From an optimization exercise on the open Yosys and OpenROAD flow, aimed at small area; shortcuts taken in it are not production practice. Only simulation tests tie the RTL to the original design; equivalence was not proved. Power is estimated from default activity; no workload was simulated.

[flow/design.v]
`timescale 1ns/100ps
`default_nettype none
package rbcpRegPkg;
  localparam int rbcpAddrWidth = 32;                     
  localparam int dataWidth     = 8;                      
  localparam int bankCount     = 8;
  localparam int bankDepth     = 16;                     
  localparam int regCount      = bankCount * bankDepth;  
  localparam int idxWidth      = $clog2(bankDepth);      
  localparam int bankWidth     = $clog2(bankCount);
  localparam int regAddrWidth  = bankWidth + idxWidth;   
  typedef logic [rbcpAddrWidth-1:0]       rbcpAddrT;
  typedef logic [dataWidth-1:0]           byteT;
  typedef logic [bankCount-1:0]           bankSelT;    
  typedef logic [idxWidth-1:0]            regIdxT;
  typedef logic [bankCount*dataWidth-1:0] bankRdT;     
  localparam int idRegCount = 5;                       
  localparam logic [(idRegCount-1)*dataWidth-1:0] synDate = 32'h0A1B_2C3D;
  localparam byteT fpgaVer = 8'h01;                     
  localparam logic [regAddrWidth-1:0] dipSwAddr = 7'h05;  
  localparam logic [regAddrWidth-1:0] ledAddr   = 7'h06;  
endpackage
`default_nettype wire
`timescale 1ns/100ps
`default_nettype none
module rbcpDecode (
  input  wire logic                 CLK,
  input  wire logic                 RST,
  input  wire rbcpRegPkg::rbcpAddrT rbcpAddr_i,
  input  wire logic                 rbcpWe_i,    
  input  wire logic                 rbcpRe_i,    
  input  wire rbcpRegPkg::byteT     rbcpWd_i,
  output rbcpRegPkg::bankSelT       bankSel_o,
  output rbcpRegPkg::regIdxT        regIdx_o,
  output logic                      accWe_o,
  output logic                      accRe_o,
  output rbcpRegPkg::byteT          accWd_o
);
  logic                 inRange;
  logic [rbcpRegPkg::bankWidth-1:0] bankIdx;
  rbcpRegPkg::bankSelT              bankSelNext;
  assign inRange = (rbcpAddr_i[rbcpRegPkg::rbcpAddrWidth-1:rbcpRegPkg::regAddrWidth] == '0);  
  assign bankIdx = rbcpAddr_i[rbcpRegPkg::regAddrWidth-1:rbcpRegPkg::idxWidth];               
  always_comb begin
    bankSelNext = '0;
    if (inRange) begin
      bankSelNext[bankIdx] = 1'b1;
    end
  end
  always_ff @(posedge CLK) begin
    if (RST) begin
      bankSel_o <= '0;
      accWe_o   <= 1'b0;
      accRe_o   <= 1'b0;
    end else begin
      bankSel_o <= bankSelNext;
      accWe_o   <= rbcpWe_i;
      accRe_o   <= rbcpRe_i;
    end
  end
  always_ff @(posedge CLK) begin
    regIdx_o <= rbcpAddr_i[rbcpRegPkg::idxWidth-1:0];
    accWd_o  <= rbcpWd_i;
  end
endmodule
`default_nettype wire
`timescale 1ns/100ps
`default_nettype none
module regBank (
  input  wire logic                CLK,
  input  wire logic                RST,
  input  wire rbcpRegPkg::bankSelT bankSel_i,
  input  wire rbcpRegPkg::regIdxT  regIdx_i,
  input  wire logic                accWe_i,
  input  wire rbcpRegPkg::byteT    accWd_i,
  input  wire rbcpRegPkg::byteT    dipSw_i,
  output rbcpRegPkg::bankRdT       bankRd_o,
  output rbcpRegPkg::byteT         led_o
);
  rbcpRegPkg::byteT                    regs [rbcpRegPkg::regCount];      
  logic [rbcpRegPkg::bankWidth-1:0]    wrBank;
  logic [rbcpRegPkg::regAddrWidth-1:0] wrAddr;
  logic                    wrHit;
  always_comb begin
    wrBank = '0;
    for (int b = 0; b < rbcpRegPkg::bankCount; b++) begin
      if (bankSel_i[b]) begin
        wrBank = rbcpRegPkg::bankWidth'(b);
      end
    end
  end
  assign wrAddr = {wrBank, regIdx_i};
  assign wrHit = accWe_i && (|bankSel_i) && (wrAddr >= rbcpRegPkg::ledAddr);
  always_ff @(posedge CLK) begin
    if (RST) begin
      for (int i = 0; i < rbcpRegPkg::regCount; i++) begin
        regs[i] <= '0;
      end
      for (int i = 0; i < rbcpRegPkg::idRegCount - 1; i++) begin
        regs[i] <= rbcpRegPkg::synDate[(rbcpRegPkg::idRegCount-2-i)*rbcpRegPkg::dataWidth +: rbcpRegPkg::dataWidth];
      end
      regs[rbcpRegPkg::idRegCount-1] <= rbcpRegPkg::fpgaVer;
    end else begin
      regs[rbcpRegPkg::dipSwAddr] <= dipSw_i;       
      if (wrHit) begin
        regs[wrAddr] <= accWd_i;
      end
    end
  end
  always_ff @(posedge CLK) begin
    for (int b = 0; b < rbcpRegPkg::bankCount; b++) begin
      bankRd_o[b*rbcpRegPkg::dataWidth +: rbcpRegPkg::dataWidth] <= regs[b*rbcpRegPkg::bankDepth + int'(regIdx_i)];
    end
  end
  assign led_o = regs[rbcpRegPkg::ledAddr];
endmodule
`default_nettype wire
`timescale 1ns/100ps
`default_nettype none
module rbcpResponse (
  input  wire logic                CLK,
  input  wire logic                RST,
  input  wire rbcpRegPkg::bankSelT bankSel_i,
  input  wire logic                accWe_i,
  input  wire logic                accRe_i,
  input  wire rbcpRegPkg::bankRdT  bankRd_i,
  output rbcpRegPkg::byteT         rbcpRd_o,
  output logic                     rbcpAck_o
);
  rbcpRegPkg::bankSelT rdMask;      
  logic    ackPend;
  rbcpRegPkg::byteT    rdMerge;
  always_ff @(posedge CLK) begin
    if (RST) begin
      rdMask  <= '0;
      ackPend <= 1'b0;
    end else begin
      rdMask  <= accRe_i ? bankSel_i : '0;               
      ackPend <= (|bankSel_i) && (accWe_i || accRe_i);   
    end
  end
  always_comb begin
    rdMerge = '0;
    for (int b = 0; b < rbcpRegPkg::bankCount; b++) begin
      rdMerge |= bankRd_i[b*rbcpRegPkg::dataWidth +: rbcpRegPkg::dataWidth] & {rbcpRegPkg::dataWidth{rdMask[b]}};
    end
  end
  always_ff @(posedge CLK) begin
    if (RST) begin
      rbcpAck_o <= 1'b0;
      rbcpRd_o  <= '0;
    end else begin
      rbcpAck_o <= ackPend;
      rbcpRd_o  <= rdMerge;     
    end
  end
endmodule
`default_nettype wire
`timescale 1ns/100ps
`default_nettype none
module rbcpRegTop (
  input  wire logic                 CLK,
  input  wire logic                 RST,
  input  wire rbcpRegPkg::rbcpAddrT rbcpAddr_i,
  input  wire logic                 rbcpWe_i,
  input  wire rbcpRegPkg::byteT     rbcpWd_i,
  input  wire logic                 rbcpRe_i,
  output wire rbcpRegPkg::byteT     rbcpRd_o,
  output wire logic                 rbcpAck_o,
  input  wire rbcpRegPkg::byteT     dipSw_i,
  output wire rbcpRegPkg::byteT     led_o
);
  wire rbcpRegPkg::bankSelT bankSel;
  wire rbcpRegPkg::regIdxT  regIdx;
  wire logic    accWe;
  wire logic    accRe;
  wire rbcpRegPkg::byteT    accWd;
  wire rbcpRegPkg::bankRdT  bankRd;
  rbcpDecode decode_i (
    .CLK        (CLK),
    .RST        (RST),
    .rbcpAddr_i (rbcpAddr_i),
    .rbcpWe_i   (rbcpWe_i),
    .rbcpRe_i   (rbcpRe_i),
    .rbcpWd_i   (rbcpWd_i),
    .bankSel_o  (bankSel),
    .regIdx_o   (regIdx),
    .accWe_o    (accWe),
    .accRe_o    (accRe),
    .accWd_o    (accWd)
  );
  regBank bank_i (
    .CLK       (CLK),
    .RST       (RST),
    .bankSel_i (bankSel),
    .regIdx_i  (regIdx),
    .accWe_i   (accWe),
    .accWd_i   (accWd),
    .dipSw_i   (dipSw_i),
    .bankRd_o  (bankRd),      
    .led_o     (led_o)
  );
  rbcpResponse response_i (
    .CLK       (CLK),
    .RST       (RST),
    .bankSel_i (bankSel),
    .accWe_i   (accWe),
    .accRe_i   (accRe),
    .bankRd_i  (bankRd),
    .rbcpRd_o  (rbcpRd_o),
    .rbcpAck_o (rbcpAck_o)
  );
endmodule
`default_nettype wire
[flow/run.sh]
#!/bin/bash
# synth_recipe.tcl (not shown) runs the flow's synth.tcl, then flattens the netlist and writes it again
# the make line also repeats each setting of config.mk as NAME=value (left out here)
make -C /OpenROAD-flow-scripts/flow DESIGN_CONFIG=/design/flow/config.mk WORK_HOME=/design/flow/orfs CLKGATE_MAP_FILE= SYNTH_SCRIPT=/design/flow/synth_recipe.tcl finish
[flow/config.mk]
export PLATFORM = sky130hd
export DESIGN_NAME = rbcpRegTop
export DESIGN_NICKNAME = rbcpRegTop
export VERILOG_FILES = /design/flow/design.v
export SDC_FILE = /design/flow/constraint.sdc
export NUM_CORES = 4
export LEC_CHECK = 0
export CAP_MARGIN = 20
export CORE_MARGIN = 2
export CORE_UTILIZATION = 40
export SLEW_MARGIN = 20
[flow/constraint.sdc]
create_clock -name core_clock -period 5.0 [get_ports {CLK}]
set_input_delay 1.0000 -clock core_clock [delete_from_list [all_inputs] [get_ports {CLK}]]
set_output_delay 1.0000 -clock core_clock [all_outputs]
set_load 0.01 [all_outputs]
==> summary.txt <==
-- worst min-delay path by stage --
stage | end | slack (ns) | depth (start not counted)
2_1_floorplan | response_i.rbcpAck_o | 0.41 | 1
3_3_place_gp | response_i.rbcpAck_o | 0.42 | 1
3_5_place_dp | response_i.rbcpAck_o | 0.43 | 1
4_1_cts | response_i.rbcpAck_o | 0.44 | 1
5_1_grt | response_i.rbcpAck_o | 0.47 | 1
6_report | response_i.rbcpAck_o | 0.44 | 1
-- metal layers --
metal,track usage,vias to the layer above,routed length (um)
met1,0.395,17200,67800
met4,0.149,10,11000
li1,-,14000,-
met2,0.422,2805,78200
met3,0.0926,571,26400
met5,0.00353,-,122
-- final cells by class --
type | instances | area (um2)
Fill cell | 10900 | 65500
Sequential cell | 1128 | 32800
Multi-Input combinational cell | 2405 | 14300
Clock buffer | 159 | 3140
Tap cell | 1612 | 2020
Timing Repair Buffer | 176 | 1570
Clock inverter | 55 | 532
Inverter | 4 | 16.3
Antenna cell | 4 | 10.0
-- critical path, delay by kind of cell (launching register included) --
kind	cells	cell delay [ns]
flops	1	0.41
compound gates	1	1.27
simple gates	3	1.66
-- layout by cell type (no fill, tap or decap), types with 23 or more instances in the layout --
cell             count
clkbuf_1            34
conb_1              40
buf_4              102
nand2_1            245
a221oi_1            63
mux2_2              73
edfxtp_1          1016
mux2i_1            119
a31o_2              26
and3_1              73
nor2_1             985
a211oi_1            25
clkbuf_16          115
clkdlybuf4s50_1     67
a22o_1              47
a21oi_1             95
a22oi_1            101
dfxtp_1            107
mux4_2              45
a31oi_1             23
o21bai_1           100
o21ai_0             81
-- power groups by stage --
stage | Combinational (mW) | Sequential, mW | Clock [mW]
after floorplan | 0.790 | 11.0 | 0
after global placement | 1.32 | 11.1 | 0
after detailed placement | 1.33 | 11.1 | 0
after CTS | 1.33 | 10.9 | 8.57
after global routing | 1.40 | 11.0 | 8.93
final | 1.37 | 10.9 | 8.61
-- kinds of logic (layout without fill, tap and decap cells) --
| logic type | count (synthesis) | in the layout | share of synthesized area |
|---|---|---|---|
| AO/OA/AOI/OAI | 684 | 684 | 0.103 |
| XOR/XNOR | 2 | 2 | 0.000363 |
| buffers and inverters | 343 | 394 | 0.0313 |
| other | 2 | 44 | 0.000156 |
| flip-flops | 1128 | 1128 | 0.679 |
| multiplexers | 237 | 237 | 0.0627 |
| adder cells (fa/ha/maj) | 4 | 4 | 0.00104 |
| AND/OR/NAND/NOR | 1438 | 1438 | 0.123 |
-- state kept, by name, summed over array words and instances (netlist names), 4 cells and up --
signal	cells
bank_i.regs	1024
bank_i.bankRd_o	64
decode_i.accWd_o	8
decode_i.bankSel_o	8
response_i.rbcpRd_o	8
response_i.rdMask	8
decode_i.regIdx_o	4
-- stage by stage --
step                area [um2]  hold WS [ns]   util
floorplan                48400         0.414      -
global placement         50600         0.423  0.422
detailed placement       50600         0.425  0.422
CTS                      54300         0.438  0.453
global route             54300         0.469  0.453
finish                   54300         0.438  0.453
==> summary.txt <==
fraction of registers with async set/reset - 0
Setup TNS Final - 0 ns
dpl ws - 1.23 ns
Starting Density - 0.403
Sw Pwr - 4.93 mW
Cell Count, Final, Fillers Out - 5543
Vias - 34600
Int Pwr - 16.0 mW
PortBufs - 68
crit path from - decode_i.bankSel_o[4]
Die W - 351 um
Reg clk slew, reported paths - 0.06 ns
Core ar. - 120000 um2
CP endpoint kind - flop
Yosys reg bits - 1128
most numerous cell in the Yosys netlist - edfxtp_1
Final setup viols - 0
RR Startpoint - decode_i.bankSel_o[4]
Routed Antenna Nets - 0
cell accounting for the most synthesized area - edfxtp_1
Worst R2R Path Depth - 4
run status - finished clean
IO Count - 69
clock share of power - 0.412
Hold WC Path Type - flop to flop
fmax - 267 MHz
final net count - 3885
Data required, critical path - 5.34 ns
Max VDD drop - 0.000363 V
Clock Sinks - 1128
CTS Hold Bufs - 0
Worst-Skew Late Latency - 0.73 ns
Worst setup SP type - flop
CP max stage cell - o21bai_1
switching share of power - 0.236
via/cell ratio - 6.24
clock buffer depth - 3
list of most frequent post-synthesis cells - edfxtp_1 (1016), nor2_1 (991), nand2_1 (247)
Worst Path Max Fanout - 37
Final Hold Fails - 0
RSZ-0062 raised after global routing - no
die height - 351 um
Std-Cell Rows - 127
CTS resizes - 0
wirelength, routed - 183 mm
leak pwr - 17.6 nW
R2R setup slack - 1.25 ns
drt wl/cell - 33.1 um
post-layout power - 20.9 mW
power share of the combinational group - 0.066
max_cap viols - 0
Post-Syn Instances - 3838
DP HPWL - 112 mm
worst-margin pin slew - 1.25 ns
synth top area cells - edfxtp_1 (63%), nor2_1 (7.7%), dfxtp_1 (4.6%), mux2i_1 (2.5%), mux4_2 (2.1%)
Worst Path Arrival - 4.08 ns
setup slack after layout - 1.25 ns
hold path start - response_i.ackPend
sequential power share - 0.523
grt total ovfl - 0
Synth cell types - 68
reg2reg end - bank_i.regs[20][4]
initial antenna violation count - 9
Synth Cell Area - 48300 um2
min cycle time layout - 3.75 ns
first-pass GRT wire length - 251 mm
CTS H-tree lvls - 3
DRC - 0
Worst Skew - 0.0319 ns
Crit Path Class - flop to flop
CTS tree - done
Worst slew margin - 0.166
sequential-to-total area share from yosys stat - 0.679
cell total after placement - 5325
CTS Buf Count - 114
Root Buffer - clkbuf_16
Syn Area/Cell - 12.6 um2
worst path cell trace - or4_4 > nor3_2 > nand3_2 > o21bai_1
pin count of the biggest net entering global routing - 127
Worst setup endpoint - bank_i.regs[20][4]
Tot GR Track Use - 0.292
area grow syn2layout - 12.5%
ys flop type - edfxtp_1
DR pass1 iterations - 9
gpl congestion - 0.957
Yosys Warn Count - 3
pwr dens - 385 nW/um2
CP peak stage delay - 1.27 ns
number of synthesized flops with an enable pin - 1016
post-CTS setup buffer count - 0
max-slew violation count - 0
number of global-route vias before repair - 32300
fraction of layout cells with a size suffix above 1 - 0.120
Tcrit/Tclk final - 0.749
die area - 123000 um2
post-synth top area share - 0.632
Initial DRC Count - 6059

[afterwards: timing with drivers on the ports]
The results above use ideal ports. As a check the final layout listed here was re-extracted and re-timed, cells and wires unchanged. Step 1 sets driving cells, clkbuf_16 on the clock port and buf_2 on the other inputs (assumed; they add their load-dependent delay and slew). Step 2 times the ports against the registers' clock, not the clock port: input delays grow and output delays shrink by t, the midpoint of the rising clock arrivals with the driver on. Three values: ideal ports, drivers, drivers and shift; two values: the first two.
t (ns): 0.794
setup WS [ns]: 1.253 / 1.253 / 1.253
worst setup path after step 2: register to register
latest minus earliest clock arrival (ns): 0.032 / 0.032
After both steps setup and hold are still met in this run. The setup slack of this run moves by 0.000 ns with the drivers and by 0.000 ns with both steps.
